Context: an optimization exercise on an open-source flow, tuned for small area, a short achievable clock period and few clock cycles per item. The choices shown serve that exercise and are no tape-out recipe.
Where RTL was checked, it was by simulation tests only, not by an equivalence proof against the original.
Power and IR drop assume default switching activity.

==> inputs of run a <==
## servo_slew_limiter
module servo_slew_limiter (
    input  logic        clk,
    input  logic        rst_n,
    input  logic        cmd_valid,
    output logic        cmd_stall,
    input  logic        cmd_op,
    input  logic [15:0] cmd_raw_angle,
    output logic        res_valid,
    input  logic        res_stall,
    output logic [7:0]  res_target_angle,
    output logic [7:0]  res_current_angle,
    output logic [11:0] res_target_pulse_us,
    output logic [11:0] res_drive_pulse_us,
    output logic        res_drive_updated,
    input  logic        cfg_valid,
    output logic        cfg_ready,
    input  logic [1:0]  cfg_index,
    input  logic [15:0] cfg_data
);
    servo_angle_slew_limiter_core u_core (
        .clk                 (clk),
        .rst_n               (rst_n),
        .cmd_valid           (cmd_valid),
        .cmd_stall           (cmd_stall),
        .cmd_op              (cmd_op),
        .cmd_raw_angle       (cmd_raw_angle),
        .res_valid           (res_valid),
        .res_stall           (res_stall),
        .res_target_angle    (res_target_angle),
        .res_current_angle   (res_current_angle),
        .res_target_pulse_us (res_target_pulse_us),
        .res_drive_pulse_us  (res_drive_pulse_us),
        .res_drive_updated   (res_drive_updated),
        .cfg_valid           (cfg_valid),
        .cfg_ready           (cfg_ready),
        .cfg_index           (cfg_index),
        .cfg_data            (cfg_data)
    );
endmodule
make LEC_CHECK=0 CAP_MARGIN=20 CORE_MARGIN=2 CORE_UTILIZATION=65 PLACE_DENSITY=0.75 SETUP_SLACK_MARGIN=5 SLEW_MARGIN=20 finish   # period 9.0 ns
run.sh (not shown) runs the stock make flow with config.mk's settings and CLKGATE_MAP_FILE= SYNTH_SCRIPT=/design/flow/synth_recipe.tcl, a recipe that flattens the netlist after the stock synthesis.
==> inputs of run b, as changes to run a <==
--- a/flow/config.mk
+++ b/flow/config.mk
@@ -8,6 +8,6 @@
 export CAP_MARGIN = 20
 export CORE_MARGIN = 2
-export CORE_UTILIZATION = 65
-export PLACE_DENSITY = 0.75
+export CORE_UTILIZATION = 40
+export PLACE_DENSITY = 0.6
 export SETUP_SLACK_MARGIN = 5
 export SLEW_MARGIN = 20
==> summary of the runs <==
Run b passed the timing, design-rule and antenna checks. Run a produced a clean layout. Between run b and run a, the lower clock skew is in run a (gap 0.0011 ns). Hold slack: run a is better than run b (0.0022 ns). Between run a and run b, the lower routed wire length is in run a (gap 4.4%, measured against run b). Between run b and run a, the lower power is in run a (gap 4.0%, measured against run a). Of run a and run b, run b has the higher maximum frequency (gap 1.3%, measured against run b).
No run of this note included a check of the RTL's function; only the layout flow was run.

==> inputs of v2 <==
Another version of the RTL of servo_slew_limiter (not shown whole).
==> flow/config.mk <==
export PLATFORM = sky130hd
export DESIGN_NAME = servo_slew_limiter
export DESIGN_NICKNAME = servo_slew_limiter
export VERILOG_FILES = /design/flow/design.v
export SDC_FILE = /design/flow/constraint.sdc
export NUM_CORES = 4
export LEC_CHECK = 0
export ABC_CLOCK_PERIOD_IN_PS = 4000
export CAP_MARGIN = 20
export CORE_MARGIN = 2
export CORE_UTILIZATION = 40
export PLACE_DENSITY = 0.6
export SETUP_SLACK_MARGIN = 5
export SLEW_MARGIN = 20
==> flow/constraint.sdc <==
create_clock -name core_clock -period 9.0 [get_ports {clk}]
set_input_delay 1.8000 -clock core_clock [delete_from_list [all_inputs] [get_ports {clk}]]
set_output_delay 1.8000 -clock core_clock [all_outputs]
set_load 0.01 [all_outputs]
==> inputs of v38, as changes to v2 <==
--- a/flow/design.v
+++ b/flow/design.v
@@ -31,24 +31,29 @@
     logic        neg_r;
     logic [4:0]  seq_r;
     logic        busy;
     logic [7:0]  now_r, goal_r;
     logic [15:0] cnt_r;
     logic        s1_valid_r, s1_goal_r, s1_moved_r;
     logic [7:0]  x_r;     
+    logic        s2_valid_r, s2_goal_r, s2_moved_r;
+    logic [7:0]  s2_x_r;
+    logic [11:0] cs_s_r, cs_t_r;
+    logic        cs_c_r;
     logic        res_valid_r, res_moved_r;
     logic [7:0]  res_goal_r, res_now_r;
-    logic [11:0] pg_s_r, pg_t_r, pn_s_r, pn_t_r;
-    logic        pg_c_r, pn_c_r;
-    logic        accept, xfer, out_free;
+    logic [11:0] pg_r, pn_r;
+    logic        accept, x12, x23, out_free, s2_free;
     assign cfg_ready = 1'b1;
     assign busy      = (seq_r != 5'd0);
     assign out_free  = !res_valid_r || !res_stall;
-    assign xfer      = s1_valid_r && out_free;
-    assign cmd_stall = busy || (s1_valid_r && res_valid_r && res_stall);
+    assign s2_free   = !s2_valid_r || out_free;
+    assign x12       = s1_valid_r && s2_free;
+    assign x23       = s2_valid_r && out_free;
+    assign cmd_stall = busy || (s1_valid_r && s2_valid_r && res_valid_r && res_stall);
     assign accept    = cmd_valid && !cmd_stall;
     always_ff @(posedge clk or negedge rst_n)
     begin
         if (!rst_n)
         begin
             step_r <= sasl_pkg::RAMP_STEP_RST;
             itv_r  <= sasl_pkg::RAMP_INTERVAL_RST;
@@ -64,150 +69,159 @@
                 2'd3: pmax_r <= cfg_data[11:0];
             endcase
         end
     end
     always_ff @(posedge clk or negedge rst_n)
     begin
         if (!rst_n)
-            seq_r <= 5'd23;
+            seq_r <= 5'd24;
         else if (cfg_valid)
-            seq_r <= 5'd23;
+            seq_r <= 5'd24;
         else if (busy)
             seq_r <= seq_r - 5'd1;
     end
     logic [12:0] span;
     logic [11:0] mx_div;
     logic [8:0]  trial;
     logic        qbit;
     assign span   = {1'b0, pmax_r} - {1'b0, pmin_r};
     assign mx_div = span[11:0] ^ {12{span[12]}};
-    assign trial  = {pg_s_r[7:0], kx_r[19]};
+    assign trial  = {pg_r[7:0], kx_r[19]};
     assign qbit   = (trial >= 9'd180);
     always_ff @(posedge clk)
     begin
-        if (seq_r == 5'd23)
+        if (seq_r == 5'd24)
         begin
             neg_r <= span[12];
             kx_r  <= {mx_div[4:0], span[12] ? 15'h7fff : 15'd179};
         end
-        else if (seq_r > 5'd2)
+        else if (seq_r > 5'd3)
             kx_r  <= {kx_r[18:0], qbit ^ neg_r};
     end
-    logic [11:0] mac_s, mac_t;
+    logic [11:0] mac_s, mac_t, pulse;
     logic        mac_c;
-    logic [12:0] pg_sum, pn_sum;
+    logic [12:0] cs_sum;
     sasl_pulse_mac u_mac (
         .x    (x_r),
         .k    (kx_r),
         .pmin (pmin_r),
         .neg  (neg_r),
         .s    (mac_s),
         .t    (mac_t),
         .c    (mac_c)
     );
-    assign pg_sum = {pg_s_r, 1'b1} + {pg_t_r, pg_c_r};
-    assign pn_sum = {pn_s_r, 1'b1} + {pn_t_r, pn_c_r};
+    assign cs_sum = {cs_s_r, 1'b1} + {cs_t_r, cs_c_r};
+    assign pulse  = cs_sum[12:1];
     assign res_valid           = res_valid_r;
     assign res_target_angle    = res_goal_r;
     assign res_current_angle   = res_now_r;
-    assign res_target_pulse_us = pg_sum[12:1];
-    assign res_drive_pulse_us  = pn_sum[12:1];
+    assign res_target_pulse_us = pg_r;
+    assign res_drive_pulse_us  = pn_r;
     assign res_drive_updated   = res_moved_r;
     logic        raw_big, raw_mid;
     logic [8:0]  raw_half;
     logic [7:0]  goal_set;
     logic [15:0] cnt_inc;
-    logic        fire, up, snap_up, snap_dn;
-    logic [8:0]  now_up, now_dn;
+    logic        fire, up, snap;
+    logic [8:0]  gdiff, gcmp, now_up, now_dn;
+    logic [7:0]  gmag;
     logic [7:0]  now_step;
     logic        move;
     assign raw_big  = (cmd_raw_angle[14:0] > 15'd360);
     assign raw_mid  = (cmd_raw_angle[8:0] > 9'd180);
     assign raw_half = {1'b0, cmd_raw_angle[8:1]} + {8'd0, cmd_raw_angle[0]};
     assign goal_set = cmd_raw_angle[15] ? 8'd0
                     : raw_big           ? 8'd180
                     : raw_mid           ? raw_half[7:0]
                     :                     cmd_raw_angle[7:0];
     assign cnt_inc  = cnt_r + 16'd1;
-    assign fire     = (cnt_inc >= itv_r);
-    assign up       = (goal_r > now_r);
+    assign fire     = !(17'(cnt_r) + 17'd1 < 17'(itv_r));
+    assign gdiff    = {1'b0, goal_r} - {1'b0, now_r};
+    assign up       = !gdiff[8];
+    assign gmag     = gdiff[7:0] ^ {8{!up}};
+    assign gcmp     = {1'b0, gmag} + {1'b0, ~step_r} + {8'd0, !up};
+    assign snap     = !gcmp[8];
     assign now_up   = {1'b0, now_r} + {1'b0, step_r};
     assign now_dn   = {1'b0, now_r} - {1'b0, step_r};
-    assign snap_up  = now_up[8] | (now_up[7:0] >= goal_r);
-    assign snap_dn  = now_dn[8] | (now_dn[7:0] <= goal_r);
-    assign now_step = up ? (snap_up ? goal_r : now_up[7:0])
-                         : (snap_dn ? goal_r : now_dn[7:0]);
+    assign now_step = snap ? goal_r : (up ? now_up[7:0] : now_dn[7:0]);
     assign move     = fire && (now_r != goal_r) && (step_r != 8'd0);
     always_ff @(posedge clk or negedge rst_n)
     begin
         if (!rst_n)
         begin
             now_r       <= sasl_pkg::ANGLE_HOME;
             goal_r      <= sasl_pkg::ANGLE_HOME;
             cnt_r       <= 16'd0;
             s1_valid_r  <= 1'b0;
+            s2_valid_r  <= 1'b0;
             res_valid_r <= 1'b0;
         end
         else
         begin
             if (accept)
             begin
                 if (cmd_op)
                     goal_r <= goal_set;
                 else
                 begin
                     cnt_r <= fire ? 16'd0 : cnt_inc;
-                    if (move)
+                    if (fire)
                         now_r <= now_step;
                 end
             end
             if (accept)
                 s1_valid_r <= 1'b1;
-            else if (xfer)
+            else if (x12)
                 s1_valid_r <= 1'b0;
-            if (xfer)
+            if (x12)
+                s2_valid_r <= 1'b1;
+            else if (x23)
+                s2_valid_r <= 1'b0;
+            if (x23)
                 res_valid_r <= 1'b1;
             else if (!res_stall)
                 res_valid_r <= 1'b0;
         end
     end
     always_ff @(posedge clk)
     begin
         if (accept)
         begin
             s1_goal_r  <= cmd_op;
             s1_moved_r <= !cmd_op && move;
-            x_r        <= cmd_op ? goal_set : (move ? now_step : now_r);
+            x_r        <= cmd_op ? goal_set : (fire ? now_step : now_r);
         end
-        else if (seq_r == 5'd3)
+        else if (seq_r == 5'd4)
             x_r <= goal_r;
-        else if (seq_r == 5'd2)
+        else if (seq_r == 5'd3)
             x_r <= now_r;
-        if (xfer)
+        if (x12 || seq_r == 5'd3 || seq_r == 5'd2)
         begin
-            res_goal_r  <= goal_r;
-            res_now_r   <= now_r;
-            res_moved_r <= s1_moved_r;
-        end
-        if (seq_r == 5'd23)
-            pg_s_r[7:0] <= {1'b0, mx_div[11:5]};
-        else if (seq_r > 5'd2)
-            pg_s_r[7:0] <= qbit ? 8'(trial - 9'd180) : trial[7:0];
-        if ((xfer && s1_goal_r) || seq_r == 5'd2)
-        begin
-            pg_s_r <= mac_s;
-            pg_t_r <= mac_t;
-            pg_c_r <= mac_c;
-        end
-        if ((xfer && !s1_goal_r) || seq_r == 5'd1)
-        begin
-            pn_s_r <= mac_s;
-            pn_t_r <= mac_t;
-            pn_c_r <= mac_c;
-        end
+            s2_goal_r <= busy ? (seq_r == 5'd3) : s1_goal_r;
+            s2_x_r    <= x_r;
+            cs_s_r    <= mac_s;
+            cs_t_r    <= mac_t;
+            cs_c_r    <= mac_c;
+        end
+        if (x12)
+            s2_moved_r <= s1_moved_r;
+        if (x23)
+            res_moved_r <= s2_moved_r;
+        if ((x23 || seq_r == 5'd2 || seq_r == 5'd1) && s2_goal_r)
+            res_goal_r <= s2_x_r;
+        if ((x23 || seq_r == 5'd2 || seq_r == 5'd1) && !s2_goal_r)
+            res_now_r <= s2_x_r;
+        if (seq_r == 5'd24)
+            pg_r[7:0] <= {1'b0, mx_div[11:5]};
+        else if (seq_r > 5'd3)
+            pg_r[7:0] <= qbit ? 8'(trial - 9'd180) : trial[7:0];
+        if ((x23 || seq_r == 5'd2 || seq_r == 5'd1) && s2_goal_r)
+            pg_r <= pulse;
+        if ((x23 || seq_r == 5'd2 || seq_r == 5'd1) && !s2_goal_r)
+            pn_r <= pulse;
     end
 endmodule
 module sasl_pulse_mac (
     input  logic [7:0]  x,
     input  logic [19:0] k,
     input  logic [11:0] pmin,
     input  logic        neg,
- ABC_CLOCK_PERIOD_IN_PS: 4000 -> not set
- CORE_UTILIZATION: 40 -> 50
- PLACE_DENSITY: 0.6 -> 0.65
==> inputs of v24, as changes to v2 <==
--- a/flow/design.v
+++ b/flow/design.v
@@ -31,24 +31,29 @@
     logic        neg_r;
     logic [4:0]  seq_r;
     logic        busy;
     logic [7:0]  now_r, goal_r;
     logic [15:0] cnt_r;
     logic        s1_valid_r, s1_goal_r, s1_moved_r;
     logic [7:0]  x_r;     
+    logic        s2_valid_r, s2_goal_r, s2_moved_r;
+    logic [7:0]  s2_x_r;
+    logic [11:0] cs_s_r, cs_t_r;
+    logic        cs_c_r;
     logic        res_valid_r, res_moved_r;
     logic [7:0]  res_goal_r, res_now_r;
-    logic [11:0] pg_s_r, pg_t_r, pn_s_r, pn_t_r;
-    logic        pg_c_r, pn_c_r;
-    logic        accept, xfer, out_free;
+    logic [11:0] pg_r, pn_r;
+    logic        accept, x12, x23, out_free, s2_free;
     assign cfg_ready = 1'b1;
     assign busy      = (seq_r != 5'd0);
     assign out_free  = !res_valid_r || !res_stall;
-    assign xfer      = s1_valid_r && out_free;
-    assign cmd_stall = busy || (s1_valid_r && res_valid_r && res_stall);
+    assign s2_free   = !s2_valid_r || out_free;
+    assign x12       = s1_valid_r && s2_free;
+    assign x23       = s2_valid_r && out_free;
+    assign cmd_stall = busy || (s1_valid_r && s2_valid_r && res_valid_r && res_stall);
     assign accept    = cmd_valid && !cmd_stall;
     always_ff @(posedge clk or negedge rst_n)
     begin
         if (!rst_n)
         begin
             step_r <= sasl_pkg::RAMP_STEP_RST;
             itv_r  <= sasl_pkg::RAMP_INTERVAL_RST;
@@ -64,57 +69,57 @@
                 2'd3: pmax_r <= cfg_data[11:0];
             endcase
         end
     end
     always_ff @(posedge clk or negedge rst_n)
     begin
         if (!rst_n)
-            seq_r <= 5'd23;
+            seq_r <= 5'd24;
         else if (cfg_valid)
-            seq_r <= 5'd23;
+            seq_r <= 5'd24;
         else if (busy)
             seq_r <= seq_r - 5'd1;
     end
     logic [12:0] span;
     logic [11:0] mx_div;
     logic [8:0]  trial;
     logic        qbit;
     assign span   = {1'b0, pmax_r} - {1'b0, pmin_r};
     assign mx_div = span[11:0] ^ {12{span[12]}};
-    assign trial  = {pg_s_r[7:0], kx_r[19]};
+    assign trial  = {pg_r[7:0], kx_r[19]};
     assign qbit   = (trial >= 9'd180);
     always_ff @(posedge clk)
     begin
-        if (seq_r == 5'd23)
+        if (seq_r == 5'd24)
         begin
             neg_r <= span[12];
             kx_r  <= {mx_div[4:0], span[12] ? 15'h7fff : 15'd179};
         end
-        else if (seq_r > 5'd2)
+        else if (seq_r > 5'd3)
             kx_r  <= {kx_r[18:0], qbit ^ neg_r};
     end
-    logic [11:0] mac_s, mac_t;
+    logic [11:0] mac_s, mac_t, pulse;
     logic        mac_c;
-    logic [12:0] pg_sum, pn_sum;
+    logic [12:0] cs_sum;
     sasl_pulse_mac u_mac (
         .x    (x_r),
         .k    (kx_r),
         .pmin (pmin_r),
         .neg  (neg_r),
         .s    (mac_s),
         .t    (mac_t),
         .c    (mac_c)
     );
-    assign pg_sum = {pg_s_r, 1'b1} + {pg_t_r, pg_c_r};
-    assign pn_sum = {pn_s_r, 1'b1} + {pn_t_r, pn_c_r};
+    assign cs_sum = {cs_s_r, 1'b1} + {cs_t_r, cs_c_r};
+    assign pulse  = cs_sum[12:1];
     assign res_valid           = res_valid_r;
     assign res_target_angle    = res_goal_r;
     assign res_current_angle   = res_now_r;
-    assign res_target_pulse_us = pg_sum[12:1];
-    assign res_drive_pulse_us  = pn_sum[12:1];
+    assign res_target_pulse_us = pg_r;
+    assign res_drive_pulse_us  = pn_r;
     assign res_drive_updated   = res_moved_r;
     logic        raw_big, raw_mid;
     logic [8:0]  raw_half;
     logic [7:0]  goal_set;
     logic [15:0] cnt_inc;
     logic        fire, up, snap_up, snap_dn;
     logic [8:0]  now_up, now_dn;
@@ -141,14 +146,15 @@
     begin
         if (!rst_n)
         begin
             now_r       <= sasl_pkg::ANGLE_HOME;
             goal_r      <= sasl_pkg::ANGLE_HOME;
             cnt_r       <= 16'd0;
             s1_valid_r  <= 1'b0;
+            s2_valid_r  <= 1'b0;
             res_valid_r <= 1'b0;
         end
         else
         begin
             if (accept)
             begin
                 if (cmd_op)
@@ -158,56 +164,62 @@
                     cnt_r <= fire ? 16'd0 : cnt_inc;
                     if (move)
                         now_r <= now_step;
                 end
             end
             if (accept)
                 s1_valid_r <= 1'b1;
-            else if (xfer)
+            else if (x12)
                 s1_valid_r <= 1'b0;
-            if (xfer)
+            if (x12)
+                s2_valid_r <= 1'b1;
+            else if (x23)
+                s2_valid_r <= 1'b0;
+            if (x23)
                 res_valid_r <= 1'b1;
             else if (!res_stall)
                 res_valid_r <= 1'b0;
         end
     end
     always_ff @(posedge clk)
     begin
         if (accept)
         begin
             s1_goal_r  <= cmd_op;
             s1_moved_r <= !cmd_op && move;
             x_r        <= cmd_op ? goal_set : (move ? now_step : now_r);
         end
-        else if (seq_r == 5'd3)
+        else if (seq_r == 5'd4)
             x_r <= goal_r;
-        else if (seq_r == 5'd2)
+        else if (seq_r == 5'd3)
             x_r <= now_r;
-        if (xfer)
+        if (x12 || seq_r == 5'd3 || seq_r == 5'd2)
         begin
-            res_goal_r  <= goal_r;
-            res_now_r   <= now_r;
-            res_moved_r <= s1_moved_r;
-        end
-        if (seq_r == 5'd23)
-            pg_s_r[7:0] <= {1'b0, mx_div[11:5]};
-        else if (seq_r > 5'd2)
-            pg_s_r[7:0] <= qbit ? 8'(trial - 9'd180) : trial[7:0];
-        if ((xfer && s1_goal_r) || seq_r == 5'd2)
-        begin
-            pg_s_r <= mac_s;
-            pg_t_r <= mac_t;
-            pg_c_r <= mac_c;
-        end
-        if ((xfer && !s1_goal_r) || seq_r == 5'd1)
-        begin
-            pn_s_r <= mac_s;
-            pn_t_r <= mac_t;
-            pn_c_r <= mac_c;
-        end
+            s2_goal_r <= busy ? (seq_r == 5'd3) : s1_goal_r;
+            s2_x_r    <= x_r;
+            cs_s_r    <= mac_s;
+            cs_t_r    <= mac_t;
+            cs_c_r    <= mac_c;
+        end
+        if (x12)
+            s2_moved_r <= s1_moved_r;
+        if (x23)
+            res_moved_r <= s2_moved_r;
+        if ((x23 || seq_r == 5'd2 || seq_r == 5'd1) && s2_goal_r)
+            res_goal_r <= s2_x_r;
+        if ((x23 || seq_r == 5'd2 || seq_r == 5'd1) && !s2_goal_r)
+            res_now_r <= s2_x_r;
+        if (seq_r == 5'd24)
+            pg_r[7:0] <= {1'b0, mx_div[11:5]};
+        else if (seq_r > 5'd3)
+            pg_r[7:0] <= qbit ? 8'(trial - 9'd180) : trial[7:0];
+        if ((x23 || seq_r == 5'd2 || seq_r == 5'd1) && s2_goal_r)
+            pg_r <= pulse;
+        if ((x23 || seq_r == 5'd2 || seq_r == 5'd1) && !s2_goal_r)
+            pn_r <= pulse;
     end
 endmodule
 module sasl_pulse_mac (
     input  logic [7:0]  x,
     input  logic [19:0] k,
     input  logic [11:0] pmin,
     input  logic        neg,
- ABC_CLOCK_PERIOD_IN_PS: 4000 -> not set
- CORE_UTILIZATION: 40 -> 55
- CTS_BUF_LIST: not set -> sky130_fd_sc_hd__clkbuf_8
- CTS_CLUSTER_SIZE: not set -> 40
- PLACE_DENSITY: 0.6 -> 0.7
==> results.cfg <==
[finish]
n_all_buffers = 168
final_core_util_pct = 64.36
final_cell_mix = inv_1, nand2_1, fa_1
seq_cell_count = 195
multi_input_cells = 1023
clock_buffers = 18

[timing]
hold-worst-slack_ps = 449.1
fin_crit_sh_pct = 44.76
worst_pin_slew_ps = 916.7

[synthesis]
syn-cell-area_um2 = 15340
yosys.area_share.simple_pct = 13.81
avgSynthCellArea_um2 = 10.36

[pwr]
switching_share_pct = 44.67
p_comb_share_pct = 70.8

[run_status]
status = timing/DRC/antenna clean

[clock_tree]
cts_num_sinks = 195

[global_route]
grt_max_degree = 72
the above is filed under v24

==> results.cfg <==
[finish]
final_core_util_pct = 60.25
seq_cell_count = 195
multi_input_cells = 993
n_all_buffers = 176
final_cell_mix = inv_1, nand2_1, fa_1

[timing]
worst_pin_slew_ps = 867.0
fin_crit_sh_pct = 43.98
hold-worst-slack_ps = 437.6

[synthesis]
avgSynthCellArea_um2 = 10.36
syn-cell-area_um2 = 15020
yosys.area_share.simple_pct = 13.36

[clock_tree]
cts.repair.resized = 35
cts_num_sinks = 195

[pwr]
p_comb_share_pct = 65.9
pwr-share-clk_pct = 12.4
power.group.top = combinational cells

[global_route]
antenna_found_initial = 0

[run_status]
status = timing/DRC/antenna clean
the above is filed under v38

==> results.cfg <==
[finish]
seq_cell_count = 185
n_all_buffers = 176
final_core_util_pct = 48.76
final_cell_mix = inv_1, nand2_1, fa_1
signal_buffer_area_fraction_pct = 8.082
clock_buffers = 22

[timing]
worst_pin_slew_ps = 989.9
hold-worst-slack_ps = 427.3

[drt]
wirelength_um = 37320

[synthesis]
syn-cell-area_um2 = 15340
yosys.area_share.simple_pct = 13.84
avgSynthCellArea_um2 = 10.17

[pwr]
switching_share_pct = 43.34
p_comb_share_pct = 67.4

[clock_tree]
max-clock-path-buffers = 2

[global_route]
grt_max_degree = 67

[run_status]
status = timing/DRC/antenna clean
the above is filed under v2

Testbench counts of v2, summed over its fixed seeds: cycles 24,192, items 24,000.
Testbench counts of v38, summed over its fixed seeds: cycles 24,208, items 24,000.
Testbench counts of v24, summed over its fixed seeds: cycles 24,208, items 24,000.

==> static timing again, ports no longer ideal <==
How much do the figures lean on ideal ports? The routed layouts below were timed once more, with nothing changed but the port constraints. Step 1 sets driving cells, clkbuf_16 on the clock port and buf_2 on the other inputs (assumed; they add their load-dependent delay and slew). Step 2 adds t to the input delays and takes it off the output delays; t is the mean of the earliest and latest rising clock arrival at the registers after step 1. Input paths then give back, and output paths get back, about the clock's delay inside the block. a / b / c = no drivers / after step 1 / after step 2; a / b = the first two.
| run | t (ns) | setup WS [ns] | clock arrival spread, ns |
|---|---|---|---|
| run a | 0.478 | 4.475 / 4.426 / 4.637 | 0.012 / 0.013 |
| run b | 0.510 | 4.536 / 4.485 / 4.633 | 0.014 / 0.015 |
| v2 | 0.490 | 4.529 / 4.478 / 4.667 | 0.016 / 0.016 |
| v38 | 0.492 | 5.042 / 4.998 / 4.598 | 0.012 / 0.011 |
| v24 | 0.524 | 4.972 / 4.972 / 4.641 | 0.017 / 0.017 |
After both steps every run listed still meets setup and hold. The setup slack of v38, which loses most, moves by -0.044 ns with the drivers and by -0.444 ns with both steps.
